This is an optimization exercise on Yosys and OpenROAD, whose aim is small area, a short achievable clock period and few clock cycles per item, not a production implementation.
Only simulation tests tie the RTL to the original design; equivalence was not proved.
No activity file was given, so power comes from the tool's default toggle rates.

File: flow/config.mk
export PLATFORM = sky130hd
export DESIGN_NAME = sigmoidLayer
export DESIGN_NICKNAME = sigmoidLayer
export VERILOG_FILES = /design/flow/design.v
export SDC_FILE = /design/flow/constraint.sdc
export NUM_CORES = 4
export LEC_CHECK = 0
export CAP_MARGIN = 20
export CORE_MARGIN = 2
export CORE_UTILIZATION = 40
export PLACE_DENSITY = 0.6
export SETUP_SLACK_MARGIN = 1.8
export SLEW_MARGIN = 20
File: flow/constraint.sdc
create_clock -name core_clock -period 4.5 [get_ports {clk}]
set_input_delay 0.9000 -clock core_clock [delete_from_list [all_inputs] [get_ports {clk}]]
set_output_delay 0.9000 -clock core_clock [all_outputs]
set_load 0.01 [all_outputs]
File: flow/design.v
package sigmoidPkg;
    localparam int DATA_W = 16;
    localparam int FRAC_W = 8;
    typedef logic signed [DATA_W-1:0] preAct_t;
    typedef logic [DATA_W-1:0] act_t;
    function automatic logic [7:0] sigmoidHalf(input logic [3:0] q, input logic [2:0] t);
        case ({q, t})
            7'd1: sigmoidHalf = 8'd6;   
            7'd2: sigmoidHalf = 8'd13;   
            7'd3: sigmoidHalf = 8'd19;   
            7'd4: sigmoidHalf = 8'd25;   
            7'd5: sigmoidHalf = 8'd31;   
            7'd8: sigmoidHalf = 8'd31;   
            7'd9: sigmoidHalf = 8'd37;   
            7'd10: sigmoidHalf = 8'd43;   
            7'd11: sigmoidHalf = 8'd49;   
            7'd12: sigmoidHalf = 8'd54;   
            7'd13: sigmoidHalf = 8'd59;   
            7'd16: sigmoidHalf = 8'd59;   
            7'd17: sigmoidHalf = 8'd64;   
            7'd18: sigmoidHalf = 8'd69;   
            7'd19: sigmoidHalf = 8'd73;   
            7'd20: sigmoidHalf = 8'd77;   
            7'd21: sigmoidHalf = 8'd81;   
            7'd24: sigmoidHalf = 8'd81;   
            7'd25: sigmoidHalf = 8'd85;   
            7'd26: sigmoidHalf = 8'd88;   
            7'd27: sigmoidHalf = 8'd92;   
            7'd28: sigmoidHalf = 8'd95;   
            7'd29: sigmoidHalf = 8'd97;   
            7'd32: sigmoidHalf = 8'd97;   
            7'd33: sigmoidHalf = 8'd100;   
            7'd34: sigmoidHalf = 8'd102;   
            7'd35: sigmoidHalf = 8'd105;   
            7'd36: sigmoidHalf = 8'd107;   
            7'd37: sigmoidHalf = 8'd109;   
            7'd40: sigmoidHalf = 8'd109;   
            7'd41: sigmoidHalf = 8'd110;   
            7'd42: sigmoidHalf = 8'd112;   
            7'd43: sigmoidHalf = 8'd113;   
            7'd44: sigmoidHalf = 8'd115;   
            7'd45: sigmoidHalf = 8'd116;   
            7'd48: sigmoidHalf = 8'd116;   
            7'd49: sigmoidHalf = 8'd117;   
            7'd50: sigmoidHalf = 8'd118;   
            7'd51: sigmoidHalf = 8'd119;   
            7'd52: sigmoidHalf = 8'd120;   
            7'd53: sigmoidHalf = 8'd120;   
            7'd56: sigmoidHalf = 8'd120;   
            7'd57: sigmoidHalf = 8'd121;   
            7'd58: sigmoidHalf = 8'd122;   
            7'd59: sigmoidHalf = 8'd122;   
            7'd60: sigmoidHalf = 8'd123;   
            7'd61: sigmoidHalf = 8'd123;   
            7'd64: sigmoidHalf = 8'd123;   
            7'd65: sigmoidHalf = 8'd124;   
            7'd66: sigmoidHalf = 8'd124;   
            7'd67: sigmoidHalf = 8'd125;   
            7'd68: sigmoidHalf = 8'd125;   
            7'd69: sigmoidHalf = 8'd125;   
            7'd72: sigmoidHalf = 8'd125;   
            7'd73: sigmoidHalf = 8'd125;   
            7'd74: sigmoidHalf = 8'd126;   
            7'd75: sigmoidHalf = 8'd126;   
            7'd76: sigmoidHalf = 8'd126;   
            7'd77: sigmoidHalf = 8'd126;   
            7'd80: sigmoidHalf = 8'd126;   
            7'd81: sigmoidHalf = 8'd126;   
            7'd82: sigmoidHalf = 8'd127;   
            7'd83: sigmoidHalf = 8'd127;   
            7'd84: sigmoidHalf = 8'd127;   
            7'd85: sigmoidHalf = 8'd127;   
            7'd88: sigmoidHalf = 8'd127;   
            7'd89: sigmoidHalf = 8'd127;   
            7'd90: sigmoidHalf = 8'd127;   
            7'd91: sigmoidHalf = 8'd127;   
            7'd92: sigmoidHalf = 8'd127;   
            7'd93: sigmoidHalf = 8'd128;   
            default: sigmoidHalf = 8'd0;
        endcase
    endfunction
endpackage
`timescale 1ns/1ps
module sigmoidLaneIn(x, s, d);
  input [15:0] x;
  wire [15:0] x;
  output s;
  wire s;
  output [7:0] d;
  wire [7:0] d;
  wire _108_;
  wire _109_;
  wire _110_;
  wire _111_;
  wire _112_;
  wire _113_;
  wire _114_;
  wire _115_;
  wire _116_;
  wire _117_;
  wire _118_;
  wire _119_;
  wire _120_;
  wire _121_;
  wire _122_;
  wire _123_;
  wire _124_;
  wire _125_;
  wire _126_;
  wire _127_;
  wire _128_;
  wire _129_;
  wire _130_;
  wire _131_;
  wire _132_;
  wire _133_;
  wire _134_;
  wire _135_;
  wire _136_;
  wire _137_;
  wire _138_;
  wire _139_;
  wire _140_;
  wire _141_;
  wire _142_;
  wire _143_;
  wire _144_;
  wire _145_;
  wire _146_;
  wire _147_;
  wire _148_;
  wire _149_;
  wire _150_;
  wire _151_;
  wire _152_;
  wire _153_;
  wire _154_;
  wire _155_;
  wire _156_;
  wire _157_;
  wire _158_;
  wire _159_;
  wire _160_;
  wire _161_;
  wire _162_;
  wire _163_;
  wire _164_;
  wire _165_;
  wire _166_;
  wire _167_;
  wire _168_;
  wire _169_;
  wire _170_;
  wire _171_;
  wire _172_;
  wire _173_;
  wire _174_;
  wire _175_;
  wire _176_;
  wire _177_;
  wire _178_;
  wire _179_;
  wire _180_;
  wire _181_;
  wire _182_;
  wire _183_;
  wire _184_;
  wire _185_;
  wire _186_;
  wire _187_;
  wire _188_;
  wire _189_;
  wire _190_;
  wire _191_;
  wire _192_;
  wire _193_;
  wire _194_;
  wire _195_;
  wire _196_;
  wire _197_;
  wire _198_;
  wire _199_;
  wire _200_;
  wire _201_;
  wire _202_;
  wire _203_;
  wire _204_;
  wire _205_;
  wire _206_;
  wire _207_;
  wire _208_;
  wire _209_;
  wire _210_;
  wire _211_;
  wire _212_;
  wire _213_;
  wire _214_;
  wire _215_;
  wire _216_;
  wire _217_;
  wire _218_;
  wire _219_;
  wire _220_;
  wire _221_;
  wire _222_;
  wire _223_;
  wire _224_;
  wire _225_;
  wire _226_;
  wire _227_;
  wire _228_;
  wire _229_;
  wire _230_;
  wire _231_;
  wire _232_;
  wire _233_;
  wire _234_;
  wire _235_;
  wire _236_;
  wire _237_;
  wire _238_;
  wire _239_;
  wire _240_;
  wire _241_;
  wire _242_;
  wire _243_;
  wire _244_;
  wire _245_;
  wire _246_;
  wire _247_;
  wire _248_;
  wire _249_;
  wire _250_;
  wire _251_;
  wire _252_;
  wire _253_;
  wire _254_;
  wire _255_;
  wire _256_;
  wire _257_;
  wire _258_;
  wire _259_;
  wire _260_;
  wire _261_;
  wire _262_;
  wire _263_;
  wire _264_;
  wire _265_;
  wire _266_;
  wire _267_;
  wire _268_;
  wire _269_;
  wire _270_;
  wire _271_;
  wire _272_;
  wire _273_;
  wire _274_;
  wire _275_;
  wire _276_;
  wire _277_;
  wire _278_;
  wire _279_;
  wire _280_;
  wire _281_;
  wire _282_;
  wire _283_;
  wire _284_;
  wire _285_;
  wire _286_;
  wire _287_;
  wire _288_;
  wire _289_;
  wire _290_;
  wire _291_;
  wire _292_;
  wire _293_;
  wire _294_;
  wire _295_;
  wire _296_;
  wire _297_;
  wire _298_;
  wire _299_;
  wire _300_;
  wire _301_;
  wire _302_;
  wire _303_;
  wire _304_;
  wire _305_;
  wire _306_;
  wire _307_;
  wire _308_;
  wire _309_;
  wire _310_;
  wire _311_;
  wire _312_;
  wire _313_;
  wire _314_;
  wire _315_;
  wire _316_;
  wire _317_;
  wire _318_;
  wire _319_;
  wire _320_;
  wire _321_;
  wire _322_;
  wire _323_;
  wire _324_;
  wire _325_;
  wire _326_;
  wire _327_;
  wire _328_;
  wire _329_;
  wire _330_;
  wire _331_;
  wire _332_;
  wire _333_;
  wire _334_;
  wire _335_;
  wire _336_;
  wire _337_;
  wire _338_;
  wire _339_;
  wire _340_;
  wire _341_;
  wire _342_;
  wire _343_;
  wire _344_;
  wire _345_;
  wire _346_;
  wire _347_;
  wire _348_;
  wire _349_;
  wire _350_;
  wire _351_;
  wire _352_;
  wire _353_;
  wire _354_;
  wire _355_;
  wire _356_;
  wire _357_;
  wire _358_;
  wire _359_;
  wire _360_;
  wire _361_;
  wire _362_;
  wire _363_;
  wire _364_;
  wire _365_;
  wire _366_;
  wire _367_;
  wire _368_;
  wire _369_;
  wire _370_;
  wire _371_;
  wire _372_;
  wire _373_;
  wire _374_;
  wire _375_;
  wire _376_;
  wire _377_;
  wire _378_;
  wire _379_;
  wire _380_;
  wire _381_;
  wire _382_;
  wire _383_;
  wire _384_;
  wire _385_;
  wire _386_;
  wire _387_;
  wire _388_;
  wire _389_;
  wire _390_;
  wire _391_;
  wire _392_;
  wire _393_;
  wire _394_;
  wire _395_;
  wire _396_;
  wire _397_;
  wire _398_;
  wire _399_;
  wire _400_;
  wire _401_;
  wire _402_;
  wire _403_;
  wire _404_;
  wire _405_;
  wire _406_;
  wire _407_;
  wire _408_;
  wire _409_;
  wire _410_;
  wire _411_;
  wire _412_;
  wire _413_;
  wire _414_;
  wire _415_;
  wire _416_;
  wire _417_;
  wire _418_;
  wire _419_;
  wire _420_;
  wire _421_;
  wire _422_;
  wire _423_;
  wire _424_;
  wire _425_;
  wire _426_;
  wire _427_;
  wire _428_;
  wire _429_;
  wire _430_;
  wire _431_;
  wire _432_;
  wire _433_;
  wire _434_;
  wire _435_;
  wire _436_;
  wire _437_;
  wire _438_;
  wire _439_;
  wire _440_;
  wire _441_;
  wire _442_;
  wire _443_;
  wire _444_;
  wire _445_;
  wire _446_;
  wire _447_;
  wire _448_;
  wire _449_;
  wire _450_;
  wire _451_;
  wire _452_;
  wire _453_;
  wire _454_;
  wire _455_;
  wire _456_;
  wire _457_;
  wire _458_;
  wire _459_;
  wire _460_;
  wire _461_;
  wire _462_;
  wire _463_;
  wire _464_;
  wire _465_;
  wire _466_;
  wire _467_;
  wire _468_;
  wire _469_;
  wire _470_;
  wire _471_;
  wire _472_;
  wire _473_;
  wire _474_;
  wire _475_;
  wire _476_;
  wire _477_;
  wire _478_;
  wire _479_;
  wire _480_;
  wire _000_;
  wire _001_;
  wire _002_;
  wire _003_;
  wire _004_;
  wire _005_;
  wire _006_;
  wire _007_;
  wire _008_;
  wire _009_;
  wire _010_;
  wire _011_;
  wire _012_;
  wire _013_;
  wire _014_;
  wire _015_;
  wire _016_;
  wire _017_;
  wire _018_;
  wire _019_;
  wire _020_;
  wire _021_;
  wire _022_;
  wire _023_;
  wire _024_;
  wire _025_;
  wire _026_;
  wire _027_;
  wire _028_;
  wire _029_;
  wire _030_;
  wire _031_;
  wire _032_;
  wire _033_;
  wire _034_;
  wire _035_;
  wire _036_;
  wire _037_;
  wire _038_;
  wire _039_;
  wire _040_;
  wire _041_;
  wire _042_;
  wire _043_;
  wire _044_;
  wire _045_;
  wire _046_;
  wire _047_;
  wire _048_;
  wire _049_;
  wire _050_;
  wire _051_;
  wire _052_;
  wire _053_;
  wire _054_;
  wire _055_;
  wire _056_;
  wire _057_;
  wire _058_;
  wire _059_;
  wire _060_;
  wire _061_;
  wire _062_;
  wire _063_;
  wire _064_;
  wire _065_;
  wire _066_;
  wire _067_;
  wire _068_;
  wire _069_;
  wire _070_;
  wire _071_;
  wire _072_;
  wire _073_;
  wire _074_;
  wire _075_;
  wire _076_;
  wire _077_;
  wire _078_;
  wire _079_;
  wire _080_;
  wire _081_;
  wire _082_;
  wire _083_;
  wire _084_;
  wire _085_;
  wire _086_;
  wire _087_;
  wire _088_;
  wire _089_;
  wire _090_;
  wire _091_;
  wire _092_;
  wire _093_;
  wire _094_;
  wire _095_;
  wire _096_;
  wire _097_;
  wire _098_;
  wire _099_;
  wire _100_;
  wire _101_;
  wire _102_;
  wire _103_;
  wire _104_;
  wire _105_;
  wire _106_;
  wire _107_;
  assign _108_ = x[0] & x[1];
  assign _109_ = _108_ & x[2];
  assign _110_ = _109_ | x[4];
  assign _033_ = _110_ | x[3];
  assign _034_ = ~ x[6];
  assign _111_ = ~ _033_;
  assign _112_ = ~ _034_;
  assign _113_ = ~ x[5];
  assign _114_ = _111_ | _112_;
  assign _035_ = _114_ | _113_;
  assign _115_ = _116_ & _117_;
  assign _116_ = ~ x[1];
  assign _117_ = ~ x[2];
  assign _118_ = ~ x[4];
  assign _119_ = ~ x[3];
  assign _120_ = _115_ | _118_;
  assign _036_ = _120_ | _119_;
  assign _037_ = ~ x[5];
  assign _121_ = ~ _036_;
  assign _122_ = ~ x[6];
  assign _123_ = ~ _037_;
  assign _124_ = _121_ | _122_;
  assign _038_ = _124_ | _123_;
  assign _125_ = ~ _035_;
  assign _126_ = ~ _038_;
  assign _039_ = _125_ | _126_;
  assign _040_ = ~ _039_;
  assign _127_ = _128_ & _129_;
  assign _128_ = ~ x[3];
  assign _129_ = ~ x[2];
  assign _130_ = ~ x[5];
  assign _041_ = _127_ | _130_;
  assign _131_ = _132_ & _133_;
  assign _132_ = ~ x[0];
  assign _133_ = ~ x[1];
  assign _134_ = ~ x[3];
  assign _135_ = ~ x[2];
  assign _136_ = _131_ | _134_;
  assign _042_ = _136_ | _135_;
  assign _137_ = _139_ & _140_;
  assign _138_ = _141_ & _142_;
  assign _139_ = ~ _042_;
  assign _140_ = ~ x[4];
  assign _141_ = ~ _037_;
  assign _142_ = ~ x[4];
  assign _043_ = _137_ | _138_;
  assign _143_ = _145_ & _146_;
  assign _144_ = _147_ & _148_;
  assign _145_ = ~ x[4];
  assign _146_ = ~ _043_;
  assign _147_ = ~ _041_;
  assign _148_ = ~ _043_;
  assign _044_ = _143_ | _144_;
  assign _149_ = ~ _040_;
  assign _150_ = ~ _044_;
  assign _045_ = _149_ | _150_;
  assign _046_ = ~ _045_;
  assign _047_ = ~ x[7];
  assign _048_ = ~ x[8];
  assign _151_ = ~ _047_;
  assign _152_ = ~ _048_;
  assign _049_ = _151_ | _152_;
  assign _153_ = ~ x[7];
  assign _154_ = ~ x[8];
  assign _050_ = _153_ | _154_;
  assign _155_ = ~ _049_;
  assign _156_ = ~ _050_;
  assign _051_ = _155_ | _156_;
  assign _157_ = ~ _034_;
  assign _158_ = ~ _047_;
  assign _052_ = _157_ | _158_;
  assign _159_ = ~ x[6];
  assign _160_ = ~ x[7];
  assign _053_ = _159_ | _160_;
  assign _161_ = ~ _052_;
  assign _162_ = ~ _053_;
  assign _054_ = _161_ | _162_;
  assign _055_ = ~ _054_;
  assign _056_ = _163_ & _164_;
  assign _163_ = ~ _051_;
  assign _164_ = ~ _055_;
  assign _165_ = ~ _046_;
  assign _166_ = ~ _056_;
  assign _057_ = _165_ | _166_;
  assign _167_ = x[8] & _169_;
  assign _168_ = _170_ & x[9];
  assign _169_ = ~ x[9];
  assign _170_ = ~ x[8];
  assign _058_ = _167_ | _168_;
  assign _059_ = _171_ & _172_;
  assign _171_ = ~ x[9];
  assign _172_ = ~ x[10];
  assign _060_ = ~ x[9];
  assign _061_ = ~ x[10];
  assign _062_ = _173_ & _174_;
  assign _173_ = ~ _060_;
  assign _174_ = ~ _061_;
  assign _063_ = _175_ & _176_;
  assign _175_ = ~ _059_;
  assign _176_ = ~ _062_;
  assign _177_ = _179_ & _180_;
  assign _178_ = _181_ & _182_;
  assign _179_ = ~ _057_;
  assign _180_ = ~ _063_;
  assign _181_ = ~ _058_;
  assign _182_ = ~ _063_;
  assign _064_ = _177_ | _178_;
  assign _065_ = ~ x[15];
  assign _183_ = ~ _065_;
  assign _184_ = ~ _048_;
  assign _066_ = _183_ | _184_;
  assign _185_ = ~ x[15];
  assign _186_ = ~ x[8];
  assign _067_ = _185_ | _186_;
  assign _187_ = ~ _066_;
  assign _188_ = ~ _067_;
  assign _068_ = _187_ | _188_;
  assign _069_ = ~ _068_;
  assign _189_ = _190_ & _191_;
  assign _190_ = ~ _054_;
  assign _191_ = ~ _069_;
  assign _192_ = ~ _046_;
  assign _070_ = _189_ | _192_;
  assign _071_ = _193_ & _194_;
  assign _193_ = ~ _069_;
  assign _194_ = ~ _040_;
  assign _072_ = ~ _051_;
  assign _073_ = _195_ & _196_;
  assign _195_ = ~ _054_;
  assign _196_ = ~ _072_;
  assign _197_ = _199_ & _200_;
  assign _198_ = _201_ & _202_;
  assign _199_ = ~ _071_;
  assign _200_ = ~ _056_;
  assign _201_ = ~ _073_;
  assign _202_ = ~ _056_;
  assign _074_ = _197_ | _198_;
  assign _075_ = _203_ & _204_;
  assign _203_ = ~ _044_;
  assign _204_ = ~ _039_;
  assign _205_ = _207_ & _208_;
  assign _206_ = x[15] & x[6];
  assign _207_ = ~ x[15];
  assign _208_ = ~ x[6];
  assign _076_ = _205_ | _206_;
  assign _209_ = ~ _075_;
  assign _210_ = ~ _076_;
  assign _077_ = _209_ | _210_;
  assign _211_ = ~ _070_;
  assign _212_ = ~ _074_;
  assign _213_ = ~ _077_;
  assign _214_ = _211_ | _212_;
  assign _078_ = _214_ | _213_;
  assign _079_ = _215_ & _216_;
  assign _215_ = ~ _051_;
  assign _216_ = ~ _040_;
  assign _080_ = ~ _079_;
  assign _217_ = ~ _078_;
  assign _218_ = ~ _080_;
  assign _081_ = _217_ | _218_;
  assign _219_ = x[8] & _221_;
  assign _220_ = _222_ & x[10];
  assign _221_ = ~ x[10];
  assign _222_ = ~ x[8];
  assign _082_ = _219_ | _220_;
  assign _083_ = ~ _082_;
  assign _223_ = ~ _081_;
  assign _224_ = ~ _083_;
  assign _084_ = _223_ | _224_;
  assign _225_ = _227_ & _228_;
  assign _226_ = x[15] & x[10];
  assign _227_ = ~ x[15];
  assign _228_ = ~ x[10];
  assign _085_ = _225_ | _226_;
  assign _229_ = _231_ & _232_;
  assign _230_ = _233_ & _234_;
  assign _231_ = ~ _080_;
  assign _232_ = ~ _085_;
  assign _233_ = ~ _055_;
  assign _234_ = ~ _085_;
  assign _086_ = _229_ | _230_;
  assign _087_ = ~ _056_;
  assign _088_ = ~ _058_;
  assign _235_ = ~ _088_;
  assign _236_ = ~ _055_;
  assign _089_ = _235_ | _236_;
  assign _090_ = ~ _063_;
  assign _237_ = _239_ & _240_;
  assign _238_ = _241_ & _242_;
  assign _239_ = ~ _087_;
  assign _240_ = ~ _090_;
  assign _241_ = ~ _089_;
  assign _242_ = ~ _090_;
  assign _091_ = _237_ | _238_;
  assign _092_ = ~ _091_;
  assign _093_ = ~ _076_;
  assign _094_ = _243_ & _244_;
  assign _243_ = ~ _055_;
  assign _244_ = ~ _093_;
  assign _245_ = ~ _092_;
  assign _246_ = ~ _094_;
  assign _095_ = _245_ | _246_;
  assign _247_ = _249_ & _250_;
  assign _248_ = x[15] & x[9];
  assign _249_ = ~ x[15];
  assign _250_ = ~ x[9];
  assign _096_ = _247_ | _248_;
  assign _251_ = _252_ & _253_;
  assign _252_ = ~ _069_;
  assign _253_ = ~ _093_;
  assign _254_ = ~ _089_;
  assign _097_ = _251_ | _254_;
  assign _255_ = _256_ & _257_;
  assign _256_ = ~ _051_;
  assign _257_ = ~ _068_;
  assign _258_ = ~ _088_;
  assign _098_ = _255_ | _258_;
  assign _259_ = _263_ & _264_;
  assign _260_ = _265_ & _266_;
  assign _261_ = _267_ & _268_;
  assign _262_ = _269_ & _270_;
  assign _263_ = ~ _056_;
  assign _264_ = ~ _097_;
  assign _265_ = ~ _056_;
  assign _266_ = ~ _098_;
  assign _267_ = ~ _096_;
  assign _268_ = ~ _097_;
  assign _269_ = ~ _096_;
  assign _270_ = ~ _098_;
  assign _271_ = _259_ | _260_;
  assign _272_ = _271_ | _261_;
  assign _099_ = _272_ | _262_;
  assign _273_ = _277_ & _278_;
  assign _274_ = _273_ & _279_;
  assign _275_ = _280_ & _281_;
  assign _276_ = _275_ & _282_;
  assign _277_ = ~ _099_;
  assign _278_ = ~ _045_;
  assign _279_ = ~ _091_;
  assign _280_ = ~ _094_;
  assign _281_ = ~ _045_;
  assign _282_ = ~ _091_;
  assign _100_ = _274_ | _276_;
  assign _283_ = _095_ & _075_;
  assign _284_ = _283_ & _099_;
  assign _101_ = _284_ | _100_;
  assign _285_ = _286_ & _287_;
  assign _102_ = _285_ & _288_;
  assign _286_ = ~ x[15];
  assign _287_ = ~ x[11];
  assign _288_ = ~ _062_;
  assign _289_ = _290_ & _291_;
  assign _103_ = _289_ & _292_;
  assign _290_ = ~ x[12];
  assign _291_ = ~ x[13];
  assign _292_ = ~ x[14];
  assign _293_ = ~ x[15];
  assign _294_ = ~ x[11];
  assign _104_ = _293_ | _294_;
  assign _295_ = ~ x[12];
  assign _296_ = ~ x[13];
  assign _297_ = ~ x[14];
  assign _298_ = _295_ | _296_;
  assign _105_ = _298_ | _297_;
  assign _299_ = _300_ & _301_;
  assign _106_ = _299_ & _302_;
  assign _300_ = ~ _104_;
  assign _301_ = ~ _105_;
  assign _302_ = ~ _059_;
  assign _303_ = _305_ & _306_;
  assign _304_ = _307_ & _308_;
  assign _305_ = ~ _102_;
  assign _306_ = ~ _106_;
  assign _307_ = ~ _103_;
  assign _308_ = ~ _106_;
  assign _107_ = _303_ | _304_;
  assign _309_ = _312_ & _313_;
  assign _310_ = _314_ & _315_;
  assign _311_ = _316_ & _317_;
  assign _312_ = ~ _084_;
  assign _313_ = ~ _107_;
  assign _314_ = ~ _086_;
  assign _315_ = ~ _107_;
  assign _316_ = ~ _101_;
  assign _317_ = ~ _107_;
  assign _318_ = _309_ | _310_;
  assign _000_ = _318_ | _311_;
  assign d[7] = ~ _000_;
  assign d[6] = _319_ & _320_;
  assign _319_ = ~ _064_;
  assign _320_ = ~ d[7];
  assign _321_ = ~ _045_;
  assign _322_ = ~ _072_;
  assign _323_ = ~ _083_;
  assign _324_ = _321_ | _322_;
  assign _001_ = _324_ | _323_;
  assign _002_ = _325_ & _326_;
  assign _325_ = ~ _055_;
  assign _326_ = ~ _045_;
  assign _327_ = _331_ & _332_;
  assign _328_ = _333_ & _334_;
  assign _329_ = _335_ & _336_;
  assign _330_ = _337_ & _338_;
  assign _331_ = ~ _051_;
  assign _332_ = ~ _040_;
  assign _333_ = ~ _051_;
  assign _334_ = ~ _097_;
  assign _335_ = ~ _068_;
  assign _336_ = ~ _040_;
  assign _337_ = ~ _068_;
  assign _338_ = ~ _097_;
  assign _339_ = _327_ | _328_;
  assign _340_ = _339_ | _329_;
  assign _003_ = _340_ | _330_;
  assign _341_ = _343_ & _344_;
  assign _342_ = _345_ & _346_;
  assign _343_ = ~ _002_;
  assign _344_ = ~ _063_;
  assign _345_ = ~ _003_;
  assign _346_ = ~ _063_;
  assign _004_ = _341_ | _342_;
  assign _347_ = _349_ & _350_;
  assign _348_ = _351_ & _352_;
  assign _349_ = ~ _001_;
  assign _350_ = ~ d[7];
  assign _351_ = ~ _004_;
  assign _352_ = ~ d[7];
  assign d[5] = _347_ | _348_;
  assign _005_ = ~ _002_;
  assign _006_ = _353_ & _354_;
  assign _353_ = ~ _069_;
  assign _354_ = ~ _093_;
  assign _007_ = _355_ & _356_;
  assign _355_ = ~ _051_;
  assign _356_ = ~ _068_;
  assign _357_ = _358_ & _359_;
  assign _358_ = ~ _006_;
  assign _359_ = ~ _007_;
  assign _360_ = ~ _045_;
  assign _008_ = _357_ | _360_;
  assign _361_ = ~ _005_;
  assign _362_ = ~ _008_;
  assign _009_ = _361_ | _362_;
  assign _363_ = ~ _057_;
  assign _364_ = ~ _090_;
  assign _010_ = _363_ | _364_;
  assign _011_ = ~ _010_;
  assign _012_ = _365_ & _366_;
  assign _365_ = ~ _088_;
  assign _366_ = ~ _003_;
  assign _367_ = _371_ & _372_;
  assign _368_ = _367_ & _373_;
  assign _369_ = _374_ & _375_;
  assign _370_ = _369_ & _376_;
  assign _371_ = ~ _009_;
  assign _372_ = ~ _012_;
  assign _373_ = ~ d[7];
  assign _374_ = ~ _011_;
  assign _375_ = ~ _012_;
  assign _376_ = ~ d[7];
  assign d[4] = _368_ | _370_;
  assign _377_ = _378_ & _379_;
  assign _378_ = ~ _054_;
  assign _379_ = ~ _079_;
  assign _380_ = ~ _098_;
  assign _013_ = _377_ | _380_;
  assign _014_ = _381_ & _382_;
  assign _381_ = ~ _096_;
  assign _382_ = ~ _013_;
  assign _383_ = _387_ & _388_;
  assign _384_ = _383_ & _389_;
  assign _385_ = _390_ & _391_;
  assign _386_ = _385_ & _392_;
  assign _387_ = ~ _078_;
  assign _388_ = ~ _014_;
  assign _389_ = ~ d[7];
  assign _390_ = ~ _011_;
  assign _391_ = ~ _014_;
  assign _392_ = ~ d[7];
  assign d[3] = _384_ | _386_;
  assign _015_ = ~ _094_;
  assign _393_ = ~ _075_;
  assign _394_ = ~ _015_;
  assign _016_ = _393_ | _394_;
  assign _395_ = _396_ & _397_;
  assign _396_ = ~ _040_;
  assign _397_ = ~ _055_;
  assign _398_ = ~ _082_;
  assign _399_ = ~ _016_;
  assign _400_ = _395_ | _398_;
  assign _017_ = _400_ | _399_;
  assign _401_ = _013_ & _068_;
  assign _402_ = _096_ & _017_;
  assign _018_ = _401_ | _402_;
  assign _403_ = _405_ & _406_;
  assign _404_ = _407_ & _408_;
  assign _405_ = ~ _009_;
  assign _406_ = ~ _018_;
  assign _407_ = ~ _014_;
  assign _408_ = ~ _018_;
  assign _019_ = _403_ | _404_;
  assign _409_ = _411_ & _412_;
  assign _410_ = _413_ & _414_;
  assign _411_ = ~ _045_;
  assign _412_ = ~ _079_;
  assign _413_ = ~ _073_;
  assign _414_ = ~ _079_;
  assign _020_ = _409_ | _410_;
  assign _415_ = ~ _020_;
  assign _416_ = ~ _005_;
  assign _021_ = _415_ | _416_;
  assign _417_ = ~ _021_;
  assign _418_ = ~ _068_;
  assign _419_ = ~ _092_;
  assign _420_ = _417_ | _418_;
  assign _022_ = _420_ | _419_;
  assign _023_ = ~ _022_;
  assign _421_ = _422_ & _423_;
  assign d[2] = _421_ & _424_;
  assign _422_ = ~ _019_;
  assign _423_ = ~ _023_;
  assign _424_ = ~ d[7];
  assign _425_ = _427_ & _428_;
  assign _426_ = _429_ & _430_;
  assign _427_ = ~ _015_;
  assign _428_ = ~ _096_;
  assign _429_ = ~ _088_;
  assign _430_ = ~ _096_;
  assign _024_ = _425_ | _426_;
  assign _431_ = ~ _039_;
  assign _432_ = ~ _094_;
  assign _025_ = _431_ | _432_;
  assign _433_ = ~ _024_;
  assign _434_ = ~ _016_;
  assign _435_ = ~ _025_;
  assign _436_ = _433_ | _434_;
  assign _026_ = _436_ | _435_;
  assign _437_ = _054_ & _439_;
  assign _438_ = _440_ & _075_;
  assign _439_ = ~ _075_;
  assign _440_ = ~ _054_;
  assign _027_ = _437_ | _438_;
  assign _441_ = _442_ & _443_;
  assign _442_ = ~ _027_;
  assign _443_ = ~ _019_;
  assign _444_ = ~ _011_;
  assign _028_ = _441_ | _444_;
  assign _445_ = _447_ & _448_;
  assign _446_ = _445_ & _449_;
  assign _447_ = ~ _083_;
  assign _448_ = ~ _003_;
  assign _449_ = ~ _023_;
  assign _450_ = ~ _026_;
  assign _451_ = ~ _028_;
  assign _452_ = _446_ | _450_;
  assign _029_ = _452_ | _451_;
  assign d[1] = _453_ & _454_;
  assign _453_ = ~ d[7];
  assign _454_ = ~ _029_;
  assign _455_ = ~ _080_;
  assign _456_ = ~ _085_;
  assign _030_ = _455_ | _456_;
  assign _457_ = _093_ & _071_;
  assign _458_ = _096_ & _071_;
  assign _459_ = _093_ & _030_;
  assign _460_ = _096_ & _030_;
  assign _461_ = _457_ | _458_;
  assign _462_ = _461_ | _459_;
  assign _031_ = _462_ | _460_;
  assign _032_ = _463_ & _464_;
  assign _463_ = ~ _031_;
  assign _464_ = ~ _101_;
  assign _465_ = _471_ & _472_;
  assign _466_ = _465_ & _473_;
  assign _467_ = _474_ & _475_;
  assign _468_ = _467_ & _476_;
  assign _469_ = _477_ & _478_;
  assign _470_ = _469_ & _479_;
  assign _471_ = ~ _084_;
  assign _472_ = ~ _107_;
  assign _473_ = ~ _032_;
  assign _474_ = ~ _086_;
  assign _475_ = ~ _107_;
  assign _476_ = ~ _032_;
  assign _477_ = ~ _022_;
  assign _478_ = ~ _107_;
  assign _479_ = ~ _032_;
  assign _480_ = _466_ | _468_;
  assign d[0] = _480_ | _470_;
  assign s = x[15];
endmodule
module sigmoidLaneOut (
    input  logic       s,
    input  logic [7:0] d,
    output logic [8:0] result
);
    logic [7:0] lower;
    logic or01;
    logic or23;
    logic or45;
    logic or03;
    assign or01 = d[0] | d[1];
    assign or23 = d[2] | d[3];
    assign or45 = d[4] | d[5];
    assign or03 = or01 | or23;
    assign lower[0] = 1'b0;
    assign lower[1] = d[0];
    assign lower[2] = or01;
    assign lower[3] = or01 | d[2];
    assign lower[4] = or03;
    assign lower[5] = or03 | d[4];
    assign lower[6] = or03 | or45;
    assign lower[7] = or03 | or45 | d[6];
    assign result[6:0] = d[6:0] ^ ({7{s}} & lower[6:0]);
    assign result[7] = ~(d[7] ^ (s & lower[7]));
    assign result[8] = ~s & d[7];
endmodule
`timescale 1ns/1ps
module sigmoidLayer #(
    parameter int NUM_LANES = 10
) (
    input  logic                                 clk,
    input  logic                                 rst,
    input  logic                                 inValid,
    output logic                                 inReady,
    input  sigmoidPkg::preAct_t [NUM_LANES-1:0] inData,
    output logic                                 outValid,
    input  logic                                 outReady,
    output sigmoidPkg::act_t [NUM_LANES-1:0]    outData
);
    logic sNext [NUM_LANES];
    logic [7:0] dNext [NUM_LANES];
    logic sReg [NUM_LANES];
    logic [7:0] dReg [NUM_LANES];
    logic [8:0] res [NUM_LANES];
    logic accept;
    assign inReady = !outValid || outReady;
    assign accept = inValid && inReady;
    always_ff @(posedge clk) begin
        if (rst) begin
            outValid <= 1'b0;
        end else if (inReady) begin
            outValid <= inValid;
        end
    end
    for (genvar i = 0; i < NUM_LANES; i++) begin : genLane
        sigmoidLaneIn laneIn (
            .x(inData[i]),
            .s(sNext[i]),
            .d(dNext[i])
        );
        always_ff @(posedge clk) begin
            if (accept) begin
                sReg[i] <= sNext[i];
                dReg[i] <= dNext[i];
            end
        end
        sigmoidLaneOut laneOut (
            .s(sReg[i]),
            .d(dReg[i]),
            .result(res[i])
        );
        assign outData[i] = {7'd0, res[i]};
    end
endmodule
File: flow/flow/run.sh
#!/bin/bash
# Standard synthesis, then the combinational logic re-mapped by ABC for area (registers kept
# as the standard synthesis made them), then the standard layout from floorplan to finish.
set -euo pipefail
W=$(pwd)
R=$W/orfs/results/${FLOW_PLATFORM}/sigmoidLayer/base
L=$W/orfs/logs/${FLOW_PLATFORM}/sigmoidLayer/base
LIB=$FLOW_HOME/platforms/${FLOW_PLATFORM}/lib/sky130_fd_sc_hd__tt_025C_1v80.lib

# 1. The standard synthesis
bash standard.sh $R/1_2_yosys.v > $W/log_1_synth.txt 2>&1
cp $R/1_2_yosys.v $W/std_1_2_yosys.v

# 2. Re-map the combinational cells for area
python3 $W/flow/mkmap.py $LIB $W/comb_cells.v > $W/log_2_mkmap.txt 2>&1
DONTUSE=$(grep -o -- "-dont_use [A-Za-z0-9_]*" $L/1_2_yosys.log | sort -u | tr '\n' ' ')
if [[ -f $W/flow/remap.abc ]]; then
  cp $W/flow/remap.abc $W/remap.abc
else
  printf 'strash\ndch -f\nmap -a\ntopo\nstime -p\n' > $W/remap.abc
fi
# The logic from the registers to the outputs may get its own (faster) mapping first
OUTPASS=""
if [[ -f $W/flow/remap_out.abc ]]; then
  cp $W/flow/remap_out.abc $W/remap_out.abc
  OUTPASS="select -set oc o:outData %ci*:-sky130_fd_sc_hd__edfxtp_1
abc -liberty $LIB $DONTUSE -script $W/remap_out.abc @oc
select -clear"
fi
cat > $W/remap.ys <<EOS
read_liberty -lib $LIB
read_verilog $W/std_1_2_yosys.v
hierarchy -top $FLOW_TOP
techmap -map $W/comb_cells.v
techmap
opt -purge
$OUTPASS
abc -liberty $LIB $DONTUSE -script $W/remap.abc
opt_clean -purge
hilomap -singleton -hicell sky130_fd_sc_hd__conb_1 HI -locell sky130_fd_sc_hd__conb_1 LO
insbuf -buf sky130_fd_sc_hd__buf_4 A X
splitnets
opt_clean -purge
stat -liberty $LIB
write_verilog -noattr -noexpr -nohex -nodec $W/remap_1_2_yosys.v
EOS
yosys -s $W/remap.ys > $W/log_2_remap.txt 2>&1
cp $W/remap_1_2_yosys.v $R/1_2_yosys.v
touch $R/1_2_yosys.v

# 3. The standard layout, with the smallest buffer on the ports
export BUFFER_PORTS_ARGS="-buffer_cell ${PORT_BUFFER:-sky130_fd_sc_hd__buf_1}"
bash standard.sh > $W/log_3_layout.txt 2>&1
File: flow/flow/mkmap.py
#!/usr/bin/env python3
# Writes a Yosys techmap file turning each combinational liberty cell into its logic function.
import re, sys
lib = open(sys.argv[1]).read()
out = open(sys.argv[2], 'w')
pos = 0
cells = []
for m in re.finditer(r'\n\s*cell\s*\(\s*"?(\w+)"?\s*\)\s*\{', lib):
    cells.append((m.group(1), m.start()))
cells.append((None, len(lib)))
n = 0
for (name, s), (_, e) in zip(cells, cells[1:]):
    body = lib[s:e]
    if re.search(r'\n\s*(ff|latch|statetable)\s*\(', body):
        continue
    pins = []
    for pm in re.finditer(r'\n\s*pin\s*\(\s*"?(\w+)"?\s*\)\s*\{', body):
        pb = body[pm.end():pm.end() + 4000]
        # cut at next pin
        nxt = re.search(r'\n\s*pin\s*\(', pb)
        if nxt: pb = pb[:nxt.start()]
        d = re.search(r'direction\s*:\s*"?(\w+)"?', pb)
        f = re.search(r'\bfunction\s*:\s*"([^"]*)"', pb)
        pins.append((pm.group(1), d.group(1) if d else None, f.group(1) if f else None))
    outs = [p for p in pins if p[1] == 'output']
    ins = [p for p in pins if p[1] == 'input']
    if not outs or any(o[2] is None for o in outs):
        continue
    ports = [p[0] for p in ins] + [o[0] for o in outs]
    out.write(f"module {name} ({', '.join(ports)});\n")
    for p in ins: out.write(f"  input {p[0]};\n")
    for o in outs:
        fn = o[2].replace('!', '~')
        fn = re.sub(r'\b1\b', "1'b1", fn); fn = re.sub(r'\b0\b', "1'b0", fn)
        out.write(f"  output {o[0]};\n  assign {o[0]} = {fn};\n")
    out.write("endmodule\n\n")
    n += 1
print(n, "cells")
File: flow/flow/remap.abc
strash
&get -n
&deepsyn -S 1 -T 120
&put
dch -f
map -D 1500
topo
stime -p
File: flow/flow/remap_out.abc
strash
dch -f
map -D 500
topo
stime -p
File: flow/standard.sh
#!/bin/bash
# synth_recipe.tcl (not shown) runs the flow's synth.tcl, then flattens the netlist and writes it again
# the make line also repeats each setting of config.mk as NAME=value (left out here)
make -C /OpenROAD-flow-scripts/flow DESIGN_CONFIG=/design/flow/config.mk WORK_HOME=/design/flow/orfs CLKGATE_MAP_FILE= SYNTH_SCRIPT=/design/flow/synth_recipe.tcl "${@:-finish}"
==> reports/qor.yml, run 1 <==
pwr:
  seqPwrFrac_pct: 30.5
  leakage_nw: 5.410
  p_sw_share_pct: 39.28
  p_comb_share_pct: 43.5
  power_density_nw_per_um2: 238.3
  p_switching_mw: 1.343
  p_clk_share_pct: 25.9
  p_int_mw: 2.076
  ir_worst_vdd_mv: 0.1424
status:
  outcome: "no timing/DRC/antenna violations"
layout:
  final_core_util_pct: 53.24
  drive_above_1_share_pct: 20.24
  final_nets: 2219
  final_common_cell: "nand2_1"
  fin_cells: 2401
  antenna_cells: 0
  final_cell_mix: "281 x nand2_1, 242 x nor2_1, 219 x clkinv_1, 199 x buf_1, 90 x edfxtp_1"
  synthToLayoutAreaGrowth_pct: 30.80
job:
  cap_violations: 0
timing:
  setup_violations: 0
  worst_slew_pin_slew_ns: 0.7277
  post-route-period-util_pct: 60.90
  post-route-min-period_ns: 2.740
  fin_skew_ns: 0.01146
  max_freq_ghz: 0.3649
  rsz0062_at_grt: "yes"
  hold_violations: 0
  tns_ns: 0
  drv_slew: 0
  slew_headroom_pct: 51.38
placed_design:
  place_hpwl_mm: 25.52
  gp_congestion: 0.9373
  port_buffers: 255
  placed_cells: 2308
floorplan:
  chipWidth_um: 169.6
  start_util_pct: 40.70
  fp.coreArea_um2: 26950
  dieArea_um2: 28760
  die_h_um: 169.6
  std_cell_rows: 60
  pin_count: 326
clock_tree:
  clkSinkCount: 91
  root_buffer: "clkbuf_16"
  cts_buffer_depth: 2
  clock_latency_ns: 0.34
  cts_tree: "built"
  cts_max_level: 3
  cts_made_buffers: 9
  cts.reportedPaths.clkPinSlew_ns: 0.07
  cts_hold_buf: 0
worst_setup_path:
  regToRegStartpoint: "outValid"
  worstPathMaxFanout: 5
  end_kind: "register"
  required_ns: 4.58
  critPathLaunch: "inData[128]"
  cp_data_arrival_time_ns: 2.82
  startpoint_type: "primary input"
  critical_path_class: "in -> reg"
synth:
  avgSynthCellArea_um2: 6.374
  ys.warnings.count: 8
  syn_area_um2: 10970
  synthCells: 1721
routing:
  drt_iter0_markers: 624
  routed_wl_mm: 32.78
  routedWlPerCell_um: 13.65
  num_vias: 12670
  routed_via_density: 5.278
  drt-pass1-iter-count: 5
  drc_errors: 0
  ant_nets: 0
global_route:
  grt_usage_pct: 21.32
  grt_pass1_vias: 11380
  grt_start_max_net_pins: 72
  grt_pass1_wl_mm: 51.83
  antenna_found_initial: 0
  grt_overflow_total: 0
min_path:
  worstHoldPathType: "reg -> reg"
  hp-start: "outValid"
[state kept, by name, indices dropped and copies added, names as in the netlist]
signal	count
dReg	80
outValid	1
sReg	10
[worst max-delay path: stages]
cell	delay, ns
buf_6	0.10
a31oi_4	0.18
a21oi_2	0.08
or2_4	0.26
nand2_4	0.10
clkinv_4	0.09
nor2_4	0.19
nor2_4	0.06
o22ai_2	0.17
nand2_2	0.11
o41ai_4	0.34
buf_4	0.19
a311oi_2	0.04
[power groups by stage]
| stage | registers [mW] | clock network [mW] | logic [mW] |
|---|---|---|---|
| 3_5_place_dp | 1.06 | 0 | 1.23 |
| 4_1_cts | 1.04 | 0.909 | 1.30 |
| 6_report | 1.04 | 0.887 | 1.49 |
| 2_1_floorplan | 1.05 | 0 | 0.925 |
| 5_1_grt | 1.05 | 0.944 | 1.65 |
| 3_3_place_gp | 1.06 | 0 | 1.25 |
[per-stage QoR]
step / total power, mW / area [um2] / hold WS, ns / setup slack [ns]
after detailed placement: 2.292 / 12410 / 0.5514 / 1.025
final: 3.419 / 14350 / 0.5481 / 1.760
after global placement: 2.301 / 12410 / 0.5207 / 0.9921
after global routing: 3.645 / 14350 / 0.6028 / 1.707
after floorplan: 1.971 / 11600 / 0.6093 / 1.645
after CTS: 3.249 / 13190 / 0.5618 / 1.769
[layout make-up]
| type | instances | area [um2] |
|---|---|---|
| well taps | 341 | 426.7 |
| flip-flops and latches | 91 | 2723 |
| multi-input cells | 1352 | 8073 |
| clock inverters | 7 | 123.9 |
| repair buffers | 334 | 1700 |
| fillers | 2642 | 12600 |
| inverters | 267 | 1076 |
| clock buffers | 9 | 225.2 |
[what timing repair did]
item,CTS,global route
setup endpoints to repair,66,93
pin swaps,19,63
gates resized for setup,81,228
setup buffers,24,53
endpoints found under the hold margin,0,0
[final timing paths]
kind | end | slack (ns) | cells after the start
worst max-delay path | dReg[8][3] | 1.76 | 13
worst min-delay path | outValid | 0.55 | 2
worst max register to register | dReg[8][3] | 2.74 | 2
worst min register to register | outValid | 0.55 | 2
[routing by layer]
| layer | track usage [%] | part of all wire, % | vias up |
|---|---|---|---|
| met5 | 0 | 0 | - |
| met4 | 7.469 | 2.6 | 0 |
| met3 | 1.702 | 4.0 | 72 |
| met2 | 37.96 | 50 | 427 |
| met1 | 27.09 | 43 | 5734 |
| li1 | - | - | 6439 |
Testbench counts, summed over its fixed seeds: cycles 16,008, beats 16,000.
==> run 2, diff against run 1 <==
==> flow/flow/remap.abc (replaced) <==
strash
&get -n
&deepsyn -S 1 -T 120
&put
dch -f
map -D 1200
topo
stime -p
--- a/flow/config.mk
+++ b/flow/config.mk
@@ -11,3 +11,3 @@
 export PLACE_DENSITY = 0.6
-export SETUP_SLACK_MARGIN = 1.8
+export SETUP_SLACK_MARGIN = 1.5
 export SLEW_MARGIN = 20
==> reports/qor.yml, run 2 <==
status:
  outcome: "no timing/DRC/antenna violations"  # unchanged
pwr:
  power_density_nw_per_um2: 244.3  # was 238.3 nW/um2
  ir_worst_vdd_mv: 0.1495  # was 0.1424 mV
  leakage_nw: 4.591  # was 5.410 nW
clock_tree:
  clkSinkCount: 91  # unchanged
  cts_buffer_depth: 2  # unchanged
  postCtsSetupBuffers: 0  # was 24
  root_buffer: "clkbuf_16"  # unchanged
  cts_resized: 1  # was 81
  clock_latency_ns: 0.35  # was 0.34 ns
  cts_max_level: 3  # unchanged
  cts.reportedPaths.clkPinSlew_ns: 0.07  # about the same
  cts_tree: "built"  # unchanged
  cts_made_buffers: 9  # unchanged
  cts_hold_buf: 0  # unchanged
layout:
  final_cell_mix: "365 x nand2_1, 253 x buf_1, 241 x nor2_1, 229 x clkinv_1, 99 x nand3_1"  # was 281 x nand2_1, 242 x nor2_1, 219 x clkinv_1, 199 x buf_1, 90 x edfxtp_1
  regArea_um2: 2723  # unchanged
  top_register: "dReg"  # unchanged
  final_nets: 2125  # was 2219
  largest_register_ffs: 80  # unchanged
  antenna_cells: 0  # unchanged
  final_common_cell: "nand2_1"  # unchanged
  drive_above_1_share_pct: 3.664  # was 20.24%
  largestRegisters: "dReg (80), sReg (10), outValid (1)"  # unchanged
  multi_input_area_um2: 7122  # was 8073 um2
  nFillCells: 2823  # was 2642
  final_cell_area_um2: 12400  # was 14350 um2
  synthToLayoutAreaGrowth_pct: 13.09  # was 30.80%
floorplan:
  std_cell_rows: 60  # unchanged
  pin_count: 326  # unchanged
  start_util_pct: 40.68  # was 40.70%
  fp.coreArea_um2: 26950  # unchanged
  chipWidth_um: 169.6  # about the same
  dieArea_um2: 28750  # was 28760 um2
  die_h_um: 169.6  # about the same
worst_setup_path:
  r2r_cells: 2  # unchanged
  required_ns: 4.59  # was 4.58 ns
  end_kind: "register"  # unchanged
  r2r_slack_ns: 2.73  # was 2.74 ns
  regToRegStartpoint: "outValid"  # unchanged
  cp_data_arrival_time_ns: 2.91  # was 2.82 ns
  endpoint: "dReg[0][6]"  # was dReg[8][3]
  critPathLaunch: "inData[6]"  # was inData[128]
  worstPathMaxFanout: 9  # was 5
  critical_path_class: "in -> reg"  # unchanged
  startpoint_type: "primary input"  # unchanged
  r2r-end: "dReg[2][0]"  # was dReg[8][3]
routing:
  routedWlPerCell_um: 13.80  # was 13.65 um
  drt_iter0_markers: 594  # was 624
  drt-pass1-iter-count: 7  # was 5
  drc_errors: 0  # unchanged
  num_vias: 12470  # was 12670
  routed_via_density: 5.408  # was 5.278
  ant_nets: 0  # unchanged
  routed_wl_mm: 31.82  # was 32.78 mm
global_route:
  grt_pass1_vias: 11250  # was 11380
  grt_usage_pct: 21.55  # was 21.32%
  grt_overflow_total: 0  # unchanged
  grt_start_max_net_pins: 39  # was 72
  antenna_found_initial: 0  # unchanged
  grt_pass1_wl_mm: 51.65  # was 51.83 mm
timing:
  drv_slew: 0  # unchanged
  tns_ns: 0  # unchanged
  slew_headroom_pct: 56.35  # was 51.38%
  setup_violations: 0  # unchanged
  worst_slew_pin_slew_ns: 0.6517  # was 0.7277 ns
  rsz0062_at_grt: "no"  # was yes
  max_freq_ghz: 0.3546  # was 0.3649 GHz
  hold_violations: 0  # unchanged
  post-route-period-util_pct: 62.67  # was 60.90%
  post-route-min-period_ns: 2.820  # was 2.740 ns
  fin_skew_ns: 0.005848  # was 0.01146 ns
placed_design:
  post_dp_cell_area_um2: 12040  # was 12410 um2
  gp_congestion: 0.9472  # was 0.9373
  place_hpwl_mm: 26.62  # was 25.52 mm
  port_buffers: 255  # unchanged
synth:
  synthCells: 1703  # was 1721
  avgSynthCellArea_um2: 6.438  # was 6.374 um2
  ys.warnings.count: 8  # unchanged
  syn_area_um2: 10960  # was 10970 um2
job:
  cap_violations: 0  # unchanged
min_path:
  worstHoldPathType: "reg -> reg"  # unchanged
-- run 2: cell types whose count changed in the layout (fill, tap and decap cells not counted), sizes merged, moves of 9 or more --
cell / delta
nor2: -52
clkinv: -11
clkbuf: -25
buf: -51
nand3: +20
nand2: +59
nor3: -15
a21oi: -11
inv: -22
xor2: +9
-- run 2: area by class of cell --
type | instances | area share, %
Multi-Input combinational cell | 1373 | 57.44
Sequential cell | 91 | 21.96
Timing Repair Buffer | 258 | 7.921
Inverter | 228 | 6.902
Tap cell | 341 | 3.441
Clock buffer | 9 | 1.816
Clock inverter | 6 | 0.5247
-- run 2: worst min path at each step --
stage / depth (start not counted) / slack (ns) / start / to
floorplan: 2 / 0.61 / outValid / outValid
global placement: 2 / 0.53 / outValid / outValid
detailed placement: 2 / 0.54 / outValid / outValid
CTS: 2 / 0.55 / outValid / outValid
global route: 2 / 0.60 / outValid / outValid
finish: 2 / 0.54 / outValid / outValid
-- run 2: report_power, final --
part	internal, mW	switching (mW)	leakage, nW
Combinational	0.399	0.832	3.57
Clock	0.428	0.331	0.143
Sequential	0.991	0.0489	0.881
-- run 2: metal layers --
metal / vias up / GRT usage [%] / wire (um)
met5: - / 0 / 0
met4: 0 / 7.581 / 728
met3: 58 / 2.775 / 1893
met2: 506 / 37.34 / 15120
met1: 5599 / 27.57 / 14070
li1: 6309 / - / -
-- run 2: critical path: stages --
cell and delay [ns]:
buf_1 0.37, nor2_1 0.20, nor2_1 0.30, clkinv_1 0.25
nand2_1 0.11, nand2_1 0.07, nand3_1 0.08, o311ai_0 0.12
nand2_1 0.13, nand3_1 0.07, nand2_1 0.20, a21oi_1 0.09
-- run 2: per-stage QoR --
step / std cells / hold WS (ns) / utilization [%] / worst slack [ns] / total power, mW
2_1_floorplan: 1772 / 0.6124 / - / 1.537 / 1.929
3_3_place_gp: 2291 / 0.5271 / 44.68 / 1.144 / 2.272
3_5_place_dp: 2291 / 0.5404 / 44.68 / 1.091 / 2.259
4_1_cts: 2306 / 0.5488 / 45.75 / 1.552 / 3.033
5_1_grt: 2306 / 0.5981 / 46.01 / 1.511 / 3.244
6_report: 2306 / 0.5448 / 46.01 / 1.680 / 3.029
==> run 3, diff against run 2 <==
==> flow/flow/remap.abc (replaced) <==
strash
&get -n
&deepsyn -S 1 -T 300
&put
dch -f
map -D 1200
topo
stime -p
==> reports/qor.yml, run 3 <==
worst_setup_path:
  startpoint_type: "primary input"  # unchanged
  cp_cell_sequence: "buf_1 > clkinv_1 > nand3_1 > nand4_1 > nand2_1 > a31oi_1 > o22ai_1 > a21oi_1 > o21ai_0 > nand4_1 > o21ai_0 > a21oi_1"  # was buf_1 > nor2_1 > nor2_1 > clkinv_1 > nand2_1 > nand2_1 > nand3_1 > o311ai_0 > nand2_1 > nand3_1 > nand2_1 > a21oi_1
  cp_data_arrival_time_ns: 2.93  # was 2.91 ns
  r2r-end: "dReg[9][0]"  # was dReg[2][0]
  end_kind: "register"  # unchanged
  cp_top_family: "compound AO/OA/AOI/OAI gates"  # was simple AND/OR/NAND/NOR gates
  critPathMaxStageDelay_ns: 0.32  # was 0.37 ns
  critPathBufInv: 2  # unchanged
  critPathLaunch: "inData[102]"  # was inData[6]
  required_ns: 4.60  # was 4.59 ns
  r2r_slack_ns: 2.64  # was 2.73 ns
  slowest_stage: "o22ai_1"  # was buf_1
  worstPathMaxFanout: 5  # was 9
  critical_path_class: "in -> reg"  # unchanged
  r2r_cells: 2  # unchanged
  regToRegStartpoint: "outValid"  # unchanged
timing:
  max_freq_ghz: 0.3534  # was 0.3546 GHz
  setup_violations: 0  # unchanged
  post-route-period-util_pct: 62.88  # was 62.67%
  fin_skew_ns: 0.008469  # was 0.005848 ns
  worst_slew_pin_slew_ns: 0.9451  # was 0.6517 ns
  slew_headroom_pct: 36.85  # was 56.35%
  hold_ws_ns: 0.5600  # was 0.5448 ns
  tns_ns: 0  # unchanged
  post-route-min-period_ns: 2.830  # was 2.820 ns
  drv_slew: 0  # unchanged
  hold_violations: 0  # unchanged
  rsz0062_at_grt: "yes"  # was no
layout:
  final_nets: 2171  # was 2125
  synthToLayoutAreaGrowth_pct: 15.03  # was 13.09%
  largestRegisters: "dReg (80), sReg (10), outValid (1)"  # unchanged
  drive_above_1_share_pct: 5.616  # was 3.664%
  fin_cells: 2391  # was 2306
  final_cell_mix: "350 x nand2_1, 244 x buf_1, 238 x clkinv_1, 229 x nor2_1, 112 x o21ai_0"  # was 365 x nand2_1, 253 x buf_1, 241 x nor2_1, 229 x clkinv_1, 99 x nand3_1
  final_common_cell: "nand2_1"  # unchanged
  largest_register_ffs: 80  # unchanged
  top_register: "dReg"  # unchanged
  final_core_util_pct: 46.50  # was 46.01%
  nFillCells: 2964  # was 2823
global_route:
  grt_pass1_wl_mm: 50.21  # was 51.65 mm
  grt_pass1_vias: 10940  # was 11250
  grt_usage_pct: 20.52  # was 21.55%
  grt_start_max_net_pins: 38  # was 39
  grt_overflow_total: 0  # unchanged
  antenna_found_initial: 1  # was 0
clock_tree:
  root_buffer: "clkbuf_16"  # unchanged
  cts_max_level: 3  # unchanged
  cts.reportedPaths.clkPinSlew_ns: 0.07  # about the same
  cts_tree: "built"  # unchanged
  cts_made_buffers: 9  # unchanged
  cts_buffer_depth: 2  # unchanged
  clock_latency_ns: 0.35  # about the same
  clkSinkCount: 91  # unchanged
  cts_hold_buf: 0  # unchanged
placed_design:
  port_buffers: 255  # unchanged
  gp_congestion: 0.9855  # was 0.9472
  place_hpwl_mm: 26.04  # was 26.62 mm
  placed_cells: 2369  # was 2291
pwr:
  leakage_nw: 4.746  # was 4.591 nW
  ir_worst_vdd_mv: 0.1387  # was 0.1495 mV
  power_density_nw_per_um2: 247.1  # was 244.3 nW/um2
  power_mw: 3.183  # was 3.029 mW
synth:
  ys.warnings.count: 8  # unchanged
  synthCells: 1743  # was 1703
  avgSynthCellArea_um2: 6.425  # was 6.438 um2
  syn_area_um2: 11200  # was 10960 um2
floorplan:
  start_util_pct: 40.42  # was 40.68%
  fp.coreArea_um2: 27710  # was 26950 um2
  die_h_um: 171.3  # was 169.6 um
  dieArea_um2: 29350  # was 28750 um2
  std_cell_rows: 61  # was 60
  chipWidth_um: 171.3  # was 169.6 um
  pin_count: 326  # unchanged
routing:
  ant_nets: 0  # unchanged
  num_vias: 12720  # was 12470
  drc_errors: 0  # unchanged
  routed_via_density: 5.321  # was 5.408
  drt_iter0_markers: 875  # was 594
  routed_wl_mm: 31.54  # was 31.82 mm
  drt-pass1-iter-count: 5  # was 7
  routedWlPerCell_um: 13.19  # was 13.80 um
min_path:
  hold_depth: 2  # unchanged
  hp-start: "outValid"  # unchanged
  worstHoldEndpoint: "outValid"  # unchanged
  worstHoldPathType: "reg -> reg"  # unchanged
job:
  cap_violations: 0  # unchanged
status:
  outcome: "no timing/DRC/antenna violations"  # unchanged
[run 3: final cells by class]
class	instances	area, um2	area share (%)
Clock inverter	7	123.9	0.9615
Multi-Input combinational cell	1401	7383	57.31
Antenna cell	1	2.502	0.01942
Sequential cell	91	2723	21.13
Timing Repair Buffer	264	1051	8.158
Inverter	240	900.9	6.993
Tap cell	378	473.0	3.671
Clock buffer	9	225.2	1.748
[run 3: layer usage]
metal	vias to the layer above	wire length, um	GRT usage, %	share of wire (%)
met2	496	14310	34.29	45
met1	5690	14300	27.06	45
met5	-	0	0	0
met3	62	2089	3.106	6.6
li1	6475	-	-	-
met4	0	831	6.964	2.6
[run 3: power breakdown]
group | switching [mW] | internal, mW
Clock | 0.344 | 0.547
Sequential | 0.0485 | 0.988
Combinational | 0.846 | 0.410
[run 3: how the worst max path moves through the flow]
stage                       to  slack (ns)  depth (start not counted)
floorplan           dReg[0][7]        1.53                          8
global placement    dReg[0][7]        0.89                          9
detailed placement  dReg[7][0]        0.77                         11
CTS                 dReg[7][6]        1.51                         14
global route        dReg[0][6]        1.47                         12
finish              dReg[6][2]        1.67                         12
[run 3: worst reg2reg max path, delay by kind of cell (launching register included)]
kind,cells,cell delay [ns]
DFF,1,0.35
buffers and inverters,1,0.42
AOI/OAI and AO/OA,1,0.76
[run 3: timing repair]
item / 4_1_cts / 5_1_grt
pin swaps: 1 / 6
buffers inserted: 1 / 4
hold endpoints to repair: 0 / 0
resized for setup: 11 / 40
endpoints found under the setup margin: 25 / 45
[run 3: stage by stage]
step	worst slack [ns]	area [um2]
after CTS	1.508	12740
after detailed placement	0.7651	12340
after global routing	1.474	12880
after floorplan	1.525	11470
after global placement	0.8944	12340
final	1.670	12880
==> run 4, diff against run 3 <==
==> flow/flow/remap.abc (replaced) <==
strash
&get -n
&deepsyn -S 1 -T 120
&put
dch -f
map -D 1500
topo
stime -p
==> reports/qor.yml, run 4 <==
routing:
  num_vias: 12370  # was 12720
  routed_wl_mm: 31.11  # was 31.54 mm
  ant_nets: 0  # unchanged
  drt_iter0_markers: 715  # was 875
  routed_via_density: 5.301  # was 5.321
  drc_errors: 0  # unchanged
  drt-pass1-iter-count: 5  # unchanged
  routedWlPerCell_um: 13.34  # was 13.19 um
clock_tree:
  cts.reportedPaths.clkPinSlew_ns: 0.06  # was 0.07 ns
  root_buffer: "clkbuf_16"  # unchanged
  clock_latency_ns: 0.35  # about the same
  cts_max_level: 3  # unchanged
  cts_tree: "built"  # unchanged
  clkSinkCount: 91  # unchanged
  cts_made_buffers: 9  # unchanged
  cts_hold_buf: 0  # unchanged
  cts_buffer_depth: 2  # unchanged
layout:
  largestRegisters: "dReg (80), sReg (10), outValid (1)"  # unchanged
  drive_above_1_share_pct: 6.985  # was 5.616%
  largest_register_ffs: 80  # unchanged
  final_cell_mix: "299 x nand2_1, 280 x nor2_1, 254 x clkinv_1, 244 x buf_1, 97 x a21oi_1"  # was 350 x nand2_1, 244 x buf_1, 238 x clkinv_1, 229 x nor2_1, 112 x o21ai_0
  final_common_cell: "nand2_1"  # unchanged
  final_nets: 2150  # was 2171
  top_register: "dReg"  # unchanged
  fin_cells: 2333  # was 2391
  synthToLayoutAreaGrowth_pct: 15.91  # was 15.03%
floorplan:
  die_h_um: 169.6  # was 171.3 um
  fp.coreArea_um2: 26950  # was 27710 um2
  chipWidth_um: 169.6  # was 171.3 um
  std_cell_rows: 60  # was 61
  dieArea_um2: 28760  # was 29350 um2
  pin_count: 326  # unchanged
  start_util_pct: 40.70  # was 40.42%
pwr:
  p_clk_share_pct: 23.3  # was 28.0%
  p_sw_share_pct: 40.84  # was 38.91%
  ir_worst_vdd_mv: 0.1547  # was 0.1387 mV
  power_mw: 3.003  # was 3.183 mW
  p_int_mw: 1.777  # was 1.945 mW
  p_switching_mw: 1.227  # was 1.238 mW
  leakage_nw: 4.618  # was 4.746 nW
  power_density_nw_per_um2: 236.2  # was 247.1 nW/um2
  seqPwrFrac_pct: 34.6  # was 32.6%
  p_comb_share_pct: 42.1  # was 39.4%
timing:
  slew_headroom_pct: 56.46  # was 36.85%
  setup_violations: 0  # unchanged
  post-route-period-util_pct: 64.05  # was 62.88%
  rsz0062_at_grt: "yes"  # unchanged
  worst_slew_pin_slew_ns: 0.6516  # was 0.9451 ns
  drv_slew: 0  # unchanged
  fin_skew_ns: 0.005588  # was 0.008469 ns
  hold_violations: 0  # unchanged
  max_freq_ghz: 0.3470  # was 0.3534 GHz
  hold_ws_ns: 0.5471  # was 0.5600 ns
  tns_ns: 0  # unchanged
  post-route-min-period_ns: 2.882  # was 2.830 ns
global_route:
  grt_overflow_total: 0  # unchanged
  grt_start_max_net_pins: 37  # was 38
  grt_pass1_vias: 10870  # was 10940
  antenna_found_initial: 3  # was 1
  grt_pass1_wl_mm: 50.47  # was 50.21 mm
  grt_usage_pct: 20.89  # was 20.52%
status:
  outcome: "no timing/DRC/antenna violations"  # unchanged
worst_setup_path:
  critPathMaxStageDelay_ns: 0.31  # was 0.32 ns
  required_ns: 4.64  # was 4.60 ns
  end_kind: "register"  # unchanged
  cp_data_arrival_time_ns: 3.02  # was 2.93 ns
  critPathBufInv: 3  # was 2
  cp_cell_sequence: "buf_1 > a31oi_1 > a21oi_1 > or2_2 > nand2_2 > inv_2 > or2_2 > nor2_1 > o22ai_2 > nand2_1 > o41ai_4 > buf_4 > a311oi_1"  # was buf_1 > clkinv_1 > nand3_1 > nand4_1 > nand2_1 > a31oi_1 > o22ai_1 > a21oi_1 > o21ai_0 > nand4_1 > o21ai_0 > a21oi_1
  r2r_slack_ns: 2.70  # was 2.64 ns
  cp_common_cell: "or2_2"
  slowest_stage: "or2_2"  # was o22ai_1
  cp_top_family: "simple AND/OR/NAND/NOR gates"  # was compound AO/OA/AOI/OAI gates
  critical_path_class: "in -> reg"  # unchanged
  worstPathMaxFanout: 7  # was 5
  startpoint_type: "primary input"  # unchanged
min_path:
  worstHoldPathType: "reg -> reg"  # unchanged
placed_design:
  gp_congestion: 0.9660  # was 0.9855
  port_buffers: 255  # unchanged
  place_hpwl_mm: 25.34  # was 26.04 mm
  placed_cells: 2309  # was 2369
synth:
  syn_area_um2: 10970  # was 11200 um2
  ys.warnings.count: 8  # unchanged
  synthCells: 1721  # was 1743
  avgSynthCellArea_um2: 6.374  # was 6.425 um2
job:
  cap_violations: 0  # unchanged
-- run 4: final cells by class --
class	instances	area [um2]
Tap cell	341	426.7
Fill cell	2801	14240
Inverter	267	1002
Sequential cell	91	2723
Antenna cell	2	5.005
Clock inverter	6	42.54
Clock buffer	9	225.2
Multi-Input combinational cell	1352	7244
Timing Repair Buffer	265	1046
-- run 4: worst reg2reg max path: cells and delay by family (launching register included) --
family	cells	cell delay [ns]
flip-flops	1	0.34
AO/OA/AOI/OAI	1	0.55
buffers and inverters	1	0.54
-- run 4: timing repair --
item / CTS / global route
pin swaps: 1 / 9
buffers inserted: 2 / 5
endpoints found under the setup margin: 35 / 69
hold endpoints to repair: 0 / 0
gates resized for setup: 25 / 71
-- run 4: metrics by stage --
stage / area [um2] / util [%] / setup slack (ns)
3_5_place_dp: 12090 / 44.85 / 0.8163
6_report: 12710 / 47.18 / 1.618
3_3_place_gp: 12090 / 44.85 / 0.7026
2_1_floorplan: 11280 / - / 1.504
4_1_cts: 12470 / 46.27 / 1.487
5_1_grt: 12710 / 47.17 / 1.397
-- run 4: per-layer routing --
metal	vias up	routed length, um	GRT usage [%]
li1	6317	-	-
met1	5497	14100	27.63
met2	500	14170	35.00
met3	51	2255	4.058
met4	2	581	5.351
met5	-	12	0
-- run 4: power groups by stage --
stage               Sequential [mW]  Clock (mW)  Combinational, mW
floorplan                      1.05           0              0.879
global placement               1.06           0               1.20
detailed placement             1.06           0               1.18
CTS                            1.04       0.727               1.21
global route                   1.05       0.761               1.42
finish                         1.04       0.699               1.26
-- run 4: worst paths after layout --
path                             startpoint    endpoint  cells past startpoint
worst max-delay path            inData[129]  dReg[8][3]                     13
worst min-delay path               outValid    outValid                      2
worst max register to register     outValid  dReg[5][6]                      2
worst min register to register     outValid    outValid                      2

==> afterwards: timing with drivers on the ports <==
In the flow no input, the clock included, has a driving cell. The finished layouts below were timed again as built, in two steps. Step 1 sets driving cells, clkbuf_16 on the clock port and buf_2 on the other inputs (assumed; they add their load-dependent delay and slew). Step 2 adds t to the input delays and takes it off the output delays; t is the mean of the earliest and latest rising clock arrival at the registers after step 1. Input paths then give back, and output paths get back, about the clock's delay inside the block. a / b / c = ideal ports / drivers / drivers and shift; a / b = the first two.
run | t, ns | slack for setup (ns) | slew at the worst register clock pin (ns) | worst slew at a driven data input, ns
run 1 | 0.382 | 1.760 / 1.773 / 1.391 | 0.07 / 0.07 | 0.06
run 2 | 0.395 | 1.680 / 1.704 / 1.309 | 0.07 / 0.07 | 0.07
run 3 | 0.397 | 1.670 / 1.697 / 1.301 | 0.07 / 0.07 | 0.08
run 4 | 0.389 | 1.618 / 1.641 / 1.253 | 0.07 / 0.07 | 0.08
After both steps setup and hold are still met in every run listed. For run 2, which loses most, drivers alone change the setup slack by +0.024 ns; drivers and shift together by -0.371 ns.
